What follows belongs to an exercise in optimizing a design on an open flow for small area; a production flow would make more cautious choices.
Function was checked by simulation only, so behaviour that the tests miss may differ from the original.
Power and IR drop assume default switching activity.

## lane 1
## sa_line_loader
module sa_line_loader #(
  parameter int DEPTH      = sa_pkg::SA_DEPTH,
  parameter int WIDTHS     = sa_pkg::SA_WIDTHS,
  parameter int ADDR_WIDTH = sa_pkg::SA_ADDR_WIDTH,
  parameter int IN_WIDTH   = sa_pkg::SA_IN_WIDTH
) (
  input  logic                  clk,
  input  logic                  rst_n,
  input  logic                  start,
  input  logic [IN_WIDTH-1:0]   in_data,
  input  logic                  in_valid,
  output logic                  in_ready,
  output logic [WIDTHS-1:0]     wData,
  output logic                  wEn,
  output logic [ADDR_WIDTH-1:0] wAddr,
  output logic                  busy,
  output logic                  done
);
For scale: roughly 6100 cells after synthesis.
export LEC_CHECK = 0
export ABC_AREA = 1
export CAP_MARGIN = 20
export CORE_MARGIN = 2
export CORE_UTILIZATION = 40
export SLEW_MARGIN = 20
create_clock -name core_clock -period 5.0 [get_ports {clk}]
standard.sh (not shown) runs the stock make flow with config.mk's settings and CLKGATE_MAP_FILE= SYNTH_SCRIPT=/design/flow/synth_recipe.tcl, a recipe that flattens the netlist after the stock synthesis.
==> flow/flow/run.sh <==
#!/bin/bash
# Standard ORFS layout, with the smallest buffer on every input and output port and a clock
# tree built without dummy balancing loads.
set -euo pipefail
export BUFFER_PORTS_ARGS="-buffer_cell sky130_fd_sc_hd__buf_1"
export CTS_ARGS="-sink_clustering_enable -repair_clock_nets -sink_clustering_size 20 -sink_clustering_max_diameter 50 -buf_list {sky130_fd_sc_hd__clkbuf_8 sky130_fd_sc_hd__clkbuf_16} -root_buf sky130_fd_sc_hd__clkbuf_16 -tree_buf sky130_fd_sc_hd__clkbuf_16 -sink_clustering_buffer sky130_fd_sc_hd__clkbuf_8 -dont_use_dummy_load"
bash standard.sh > flow_standard.log 2>&1
Lane 1 finished all stages; the layout is clean.
The inputs of lane 2 differ from those of lane 1 as listed below.
- CORE_UTILIZATION changed from 40 to 60
==> flow/flow/run.sh <==
#!/bin/bash
# Standard ORFS layout, with the smallest buffer on every input and output port and a clock
# tree built without dummy balancing loads.
set -euo pipefail
export BUFFER_PORTS_ARGS="-buffer_cell sky130_fd_sc_hd__buf_1"
export CTS_ARGS="-sink_clustering_enable -repair_clock_nets -sink_clustering_size 18 -sink_clustering_max_diameter 40 -buf_list {sky130_fd_sc_hd__clkbuf_8} -dont_use_dummy_load"
bash standard.sh > flow_standard.log 2>&1
--- outcome ---
Status: share of synthesized cell area in and, or, nand and nor gates parity (lane 1, lane 2). Flow for lane 2 halted at I/O pin placement (3_2_place_iop), error code PPL-0024. Diff lane 1 -> lane 2: number of enable flip-flop cells after synthesis saw little to no change; async set or reset register ratio after synthesis saw little to no change; net count after synthesis saw little to no change. NOTE: die width in lane 2 falls short of that of lane 1. Relative to lane 1, the number of standard-cell rows in the floorplan measured on lane 2 has decreased by more than 10%. Re count of unique library cells instantiated by Yosys: no difference whatsoever between lane 2 and lane 1. Starting density of the core for lane 2: 20 points up relative to lane 1. Compound-cell area share of the yosys netlist delta (lane 2 -> lane 1): insignificant. Looking at lane 1 and lane 2, the synthesized instance count is a wash. Floorplan die height is lower on lane 2.
> inputs changed (lane 2 -> lane 3)
- swapping 20 for 10 in SLEW_MARGIN
- swapping 20 for 10 in CAP_MARGIN
- swapping 60 for 40 in CORE_UTILIZATION
-- flow/flow/run.sh --
<<< lane 2, line 6
export CTS_ARGS="-sink_clustering_enable -repair_clock_nets -sink_clustering_size 18 -sink_clustering_max_diameter 40 -buf_list {sky130_fd_sc_hd__clkbuf_8} -dont_use_dummy_load"
>>> lane 3, line 6
export CTS_ARGS="-sink_clustering_enable -repair_clock_nets -sink_clustering_size 18 -sink_clustering_max_diameter 80 -buf_list {sky130_fd_sc_hd__clkbuf_8 sky130_fd_sc_hd__clkbuf_16} -root_buf sky130_fd_sc_hd__clkbuf_16 -tree_buf sky130_fd_sc_hd__clkbuf_16 -sink_clustering_buffer sky130_fd_sc_hd__clkbuf_8 -dont_use_dummy_load"
## What came out
- The flow did not stop early for lane 3: all stages ran, and the layout cleared the timing, DRC and antenna checks.
- For lane 2, the flow was terminated by a tool error in I/O pin placement (3_2_place_iop) and produced no final design.
- The synthesized area on lane 3 is in line with that on lane 2.
- From lane 3 to lane 2, sequential fraction of the synthesis area did not move at all.
- Starting utilization of the core area: lower on lane 3
- For the die width, lane 3 came in 22% higher than lane 2 did.

* * *

## v6
Starting RTL as in the previous note.
Settings: LEC_CHECK=0, ABC_AREA=1, CAP_MARGIN=20, CORE_MARGIN=2, CORE_UTILIZATION=40, SLEW_MARGIN=20; clock period 5.0 ns.
==> flow/flow/run.sh <==
#!/bin/bash
# Standard ORFS layout, with the smallest buffer on every input and output port and a clock
# tree built without dummy balancing loads.
set -euo pipefail
export BUFFER_PORTS_ARGS="-buffer_cell sky130_fd_sc_hd__buf_1"
export CTS_ARGS="-sink_clustering_enable -repair_clock_nets -sink_clustering_size 18 -sink_clustering_max_diameter 80 -buf_list {sky130_fd_sc_hd__clkbuf_8 sky130_fd_sc_hd__clkbuf_16} -root_buf sky130_fd_sc_hd__clkbuf_16 -tree_buf sky130_fd_sc_hd__clkbuf_16 -sink_clustering_buffer sky130_fd_sc_hd__clkbuf_8 -dont_use_dummy_load"
bash standard.sh > flow_standard.log 2>&1
> inputs changed (v6 -> v7)
==> flow/flow/run.sh <==
#!/bin/bash
# Standard ORFS layout, with the smallest buffer on every input and output port and a clock
# tree built without dummy balancing loads.
set -euo pipefail
export BUFFER_PORTS_ARGS="-buffer_cell sky130_fd_sc_hd__buf_1"
export CTS_ARGS="-sink_clustering_enable -repair_clock_nets -sink_clustering_size 14 -sink_clustering_max_diameter 40 -buf_list {sky130_fd_sc_hd__clkbuf_8} -dont_use_dummy_load"
bash standard.sh > flow_standard.log 2>&1
[summary]
v7: no failed stages, no open violations at the end. Compared with v6, v7 shows share of total power in the clock network higher by 4.3 points. Relative to v6, the number of global-route vias before repair measured on v7 has increased by a few percent. Compared with v6, in v7 layout buffering overhead excluding clock cells has remained practically unchanged, path depth of the worst reg2reg path went down, combinational cell fraction of total power shrank by 0.6 points, clock-buffer cell count grew by 182.

-- what the ideal ports hide --
The flow's constraints put no driver on any port. The routed layouts listed below were extracted and timed again, unchanged, in two steps. Step 1: set_driving_cell puts a clkbuf_16 on clk and a buf_2 on each other input, an assumption about the parent block. Step 2 also shifts input and output timing later by t, the mid clock arrival at the registers, as if the neighbouring blocks saw the same clock. Three values: ideal ports, drivers, drivers and shift; two values: the first two.
| run | t (ns) | setup slack, ns | worst setup path after step 2 | clock arrival spread, ns | pins driven straight from the clock port |
|---|---|---|---|---|---|
| lane 1 | 0.941 | 0.793 / 0.685 / 1.317 | input to register | 0.156 / 0.156 | 1 |
| lane 3 | 0.938 | 0.529 / 0.408 / 1.298 | input to register | 0.126 / 0.126 | 1 |
| v6 | 0.935 | 0.730 / 0.620 / 1.289 | input to register | 0.129 / 0.129 | 1 |
| v7 | 1.115 | 0.571 / 0.467 / 1.251 | input to register | 0.241 / 0.241 | 1 |
After both steps every run listed still meets setup and hold.
